From an optimization exercise on the open Yosys and OpenROAD flow, aimed at small area; shortcuts taken in it are not production practice. The RTL was checked by simulation tests, not by an equivalence proof against the original design. Power figures rest on the tool's default switching activity, not on a simulated workload.

run B:
## winograd_tile_buffer
module winograd_tile_buffer #(
  parameter int unsigned INPUT_TILE_SIZE  = 4,
  parameter int unsigned INPUT_DATA_WIDTH = 8,
  parameter int unsigned CHANNELS         = 3,
  parameter int unsigned IMG_W            = 16,
  parameter int unsigned IMG_H            = 16
) (
  input  logic                                                    clk,
  input  logic                                                    reset,
  input  logic                                                    start,
  input  logic [CHANNELS*INPUT_DATA_WIDTH-1:0]                    s_data,
  input  logic                                                    s_valid,
  output logic                                                    s_ready,
  output logic [INPUT_TILE_SIZE*INPUT_TILE_SIZE*CHANNELS*INPUT_DATA_WIDTH-1:0] inpData,
  output logic                                                    o_valid,
  output logic [$clog2(IMG_H/2)-1:0]                              tile_row,
  output logic [$clog2(IMG_W/2)-1:0]                              tile_col,
  output logic                                                    frame_done,
  output logic                                                    busy
);
  localparam int unsigned TS  = INPUT_TILE_SIZE;
  localparam int unsigned W   = INPUT_DATA_WIDTH;
  localparam int unsigned PW  = CHANNELS * W;
  localparam int unsigned TRW = $clog2(IMG_H / 2);
  localparam int unsigned TCW = $clog2(IMG_W / 2);
  localparam int unsigned DEPTH = (TS - 1) * IMG_W + TS;
  logic            run_q;
  logic            col_par_q;
  logic [TCW-1:0]  col_hi_q;
  logic            row_par_q;
  logic [TRW-1:0]  row_hi_q;
  logic            accept;
  logic            col_zero;
  logic            last_px;
  logic            emit;
  logic [PW-1:0]   sr_q [DEPTH];
  assign s_ready  = run_q;
  assign busy     = run_q;
  assign accept   = s_valid && run_q;
  assign col_zero = !col_par_q && (col_hi_q == TCW'(6));
  ...
For scale: roughly 1300 cells after synthesis, roughly 1300 flip-flops, roughly 420 I/O pins.
clock: 4.0 ns
lec_check: 0
cap_margin: 20
core_margin: 2
core_utilization: 60
slew_margin: 20
standard.sh (not shown) runs the stock make flow with config.mk's settings and CLKGATE_MAP_FILE= SYNTH_SCRIPT=/design/flow/synth_recipe.tcl, a recipe that flattens the netlist after the stock synthesis.
==> flow/flow/run.sh <==
#!/bin/bash
# Standard layout, with the port buffers made from the smallest buffer cell and a clock tree
# built without dummy balancing loads.
export BUFFER_PORTS_ARGS="-buffer_cell sky130_fd_sc_hd__buf_1"
export CTS_ARGS="-sink_clustering_enable -repair_clock_nets -dont_use_dummy_load -buf_list sky130_fd_sc_hd__clkbuf_8 -sink_clustering_size 20 -sink_clustering_max_diameter 100"
bash standard.sh > standard.log 2>&1
#### Input delta (run A over run B)
# run B
export LEC_CHECK = 0
export CAP_MARGIN = 20
export CORE_MARGIN = 2
export CORE_UTILIZATION = 60
export SLEW_MARGIN = 20
create_clock -name core_clock -period 4.0 [get_ports {clk}]
# run A
export LEC_CHECK = 0
export CAP_MARGIN = 20
export CORE_MARGIN = 2
export CORE_UTILIZATION = 60
export PLACE_DENSITY = 0.75
export SLEW_MARGIN = 20
create_clock -name core_clock -period 4.0 [get_ports {clk}]
Results
Going from run B to run A, post-detailed-route via-to-cell ratio shrank by 0.51%, sequential share of cell area shrank by 0.17 points, actual transition at the worst max-transition pin shrank by 120 ps, number of iterations in the first detailed-routing pass shrank by 1. Run A against run B; via count of the first global-routing pass is up by a few percent. The number of max-cap violations was comparable across run A and run B. Diff run A and run B: met3 wire length lower in run A. Compared run A against run B; worst setup slack within noise. Across both runs, worst stage delay on the critical path was higher for run A than for run B. Compared with run B, run A shows a lower met1 demand-to-capacity share in global routing.

* * *

== build 83 ==
Another version of the RTL of winograd_tile_buffer (not shown whole).
Size in the first run: ~1300 flip-flops.
==> flow/config.mk <==
export PLATFORM = sky130hd
export DESIGN_NAME = winograd_tile_buffer
export DESIGN_NICKNAME = winograd_tile_buffer
export VERILOG_FILES = /design/flow/design.v
export SDC_FILE = /design/flow/constraint.sdc
export NUM_CORES = 4
export LEC_CHECK = 0
export CAP_MARGIN = 20
export CORE_MARGIN = 2
export CORE_UTILIZATION = 60
export CTS_BUF_LIST = sky130_fd_sc_hd__clkbuf_4
export CTS_CLUSTER_DIAMETER = 40
export CTS_CLUSTER_SIZE = 12
export SLEW_MARGIN = 20
==> flow/constraint.sdc <==
create_clock -name core_clock -period 4.0 [get_ports {clk}]
set_input_delay 0.8000 -clock core_clock [delete_from_list [all_inputs] [get_ports {clk}]]
set_output_delay 0.8000 -clock core_clock [all_outputs]
set_load 0.01 [all_outputs]
==> flow/flow/run.sh <==
#!/bin/bash
# Standard layout, with the port buffers made from the smallest buffer cell.
export BUFFER_PORTS_ARGS="-buffer_cell sky130_fd_sc_hd__buf_1"
bash standard.sh > standard.log 2>&1
Build 83: full flow OK, the timing, DRC and antenna checks passed
[inputs] build 36 vs build 83
- CTS_CLUSTER_SIZE: 12 -> unset
- CORE_UTILIZATION: 60 -> 40
- CTS_BUF_LIST: sky130_fd_sc_hd__clkbuf_4 -> sky130_fd_sc_hd__clkbuf_8
- CTS_CLUSTER_DIAMETER: 40 -> unset
==> flow/run.sh (new file) <==
#!/bin/bash
# synth_recipe.tcl (not shown) runs the flow's synth.tcl, then flattens the netlist and writes it again
# the make line also repeats each setting of config.mk as NAME=value (left out here)
make -C /OpenROAD-flow-scripts/flow DESIGN_CONFIG=/design/flow/config.mk WORK_HOME=/design/flow/orfs CLKGATE_MAP_FILE= SYNTH_SCRIPT=/design/flow/synth_recipe.tcl finish
removed: flow/flow/run.sh
removed: flow/standard.sh
[summary]
In build 36 the share of total power in combinational logic turned out 0.8 points higher than in build 83. Diff build 83 -> build 36: worst hold slack now larger; final cell count now larger.
The following lists how build 39 was set up differently from build 36:
- swapping 40 for 65 in CORE_UTILIZATION
- clearing CTS_BUF_LIST, which used to be sky130_fd_sc_hd__clkbuf_8
==> flow/flow/run.sh (new file) <==
#!/bin/bash
# Standard layout, with the port buffers made from the smallest buffer cell and a clock tree
# built without dummy balancing loads.
export BUFFER_PORTS_ARGS="-buffer_cell sky130_fd_sc_hd__buf_1"
export CTS_ARGS="-sink_clustering_enable -repair_clock_nets -dont_use_dummy_load -buf_list sky130_fd_sc_hd__clkbuf_8 -sink_clustering_size 22 -sink_clustering_max_diameter 45"
bash standard.sh > standard.log 2>&1
==> flow/standard.sh (new file) <==
#!/bin/bash
# synth_recipe.tcl (not shown) runs the flow's synth.tcl, then flattens the netlist and writes it again
# the make line also repeats each setting of config.mk as NAME=value (left out here)
make -C /OpenROAD-flow-scripts/flow DESIGN_CONFIG=/design/flow/config.mk WORK_HOME=/design/flow/orfs CLKGATE_MAP_FILE= SYNTH_SCRIPT=/design/flow/synth_recipe.tcl "${@:-finish}"
removed: flow/run.sh
Results
On build 39: internal power component is 15% lower than what build 36 gave.
Final period utilization, build 39 and build 36: smaller value in build 39
The total wirelength of the detailed-routed design in build 39 was lower than what build 36 gave.
Compared with build 36, build 39 is more frugal on power.
Looking only at number of buffers inserted during clock tree synthesis, and setting everything else aside, the lower value of build 39 and build 36 goes to build 39.
Summary — fill cell instance count of the final layout, build 39 relative to build 36: lower, by 4095.
## Diff of input files: build 53 against build 39
- CORE_UTILIZATION: 65 -> 60
- CTS_BUF_LIST: unset -> sky130_fd_sc_hd__clkbuf_4
==> flow/run.sh (new file) <==
#!/bin/bash
# synth_recipe.tcl (not shown) runs the flow's synth.tcl, then flattens the netlist and writes it again
# the make line also repeats each setting of config.mk as NAME=value (left out here)
make -C /OpenROAD-flow-scripts/flow DESIGN_CONFIG=/design/flow/config.mk WORK_HOME=/design/flow/orfs CLKGATE_MAP_FILE= SYNTH_SCRIPT=/design/flow/synth_recipe.tcl finish
removed: flow/flow/run.sh
removed: flow/standard.sh
Findings:
- Build 53 was carried through to the last stage, and its layout satisfied the timing, DRC and antenna checks.
- Compared with build 39, in build 53 H-tree depth increased 2; number of placed instances with taps included increased 90; DRC violation count after routing essentially unchanged.
- Compared with build 39, build 53 instantiates a larger number of standard cells.
- Build 53 ended up with a higher die boundary width than build 39 did.
- Compared with build 39, build 53 shows a wire length after detailed routing that is 12% higher.
- Measured against each other, build 53 and build 39 differ in vias after detailed routing, the higher figure coming from build 53.
- Going from build 39 to build 53, adder-cell share of the synthesized area held steady; portion of the layout cell area used by non-clock buffers now sits higher.
- Of build 53 and build 39, the run reporting the lower setup slack was build 53.
- Looking at summed area of non-filler cells in the final layout across build 53 and build 39, the one that comes out lower is build 39.
- Path type of the worst min-delay path: in -> reg -> build 53, in -> async -> build 39

[afterwards: timing with drivers on the ports]
No port has a modelled driver above. Below, the same layouts with a new extraction and two added sets of constraints. Step 1: set_driving_cell puts a clkbuf_16 on clk and a buf_2 on each other input, an assumption about the parent block. Step 2 times the ports against the registers' clock, not the clock port: input delays grow and output delays shrink by t, the midpoint of the rising clock arrivals with the driver on. Three values: ideal ports, drivers, drivers and shift; two values: the first two.
run	shift t [ns]	setup slack, ns	worst setup path at the end	clock arrival spread, ns	pins driven straight from the clock port
run B	0.714	1.743 / 1.684 / 1.325	input to register	0.042 / 0.043	1
run A	0.699	1.744 / 1.685 / 1.341	input to register	0.073 / 0.072	1
build 83	0.984	0.772 / 0.709 / 1.276	input to register	0.050 / 0.050	1
build 36	0.859	0.514 / 0.450 / 0.861	input to register	0.043 / 0.043	1
build 39	0.734	1.110 / 1.048 / 1.323	input to register	0.079 / 0.078	1
build 53	1.058	0.347 / 0.287 / 1.003	input to register	0.063 / 0.064	1
After both steps every run listed still meets setup and hold. The setup slack of run B, which loses most, moves by -0.059 ns with the drivers and by -0.418 ns with both steps.
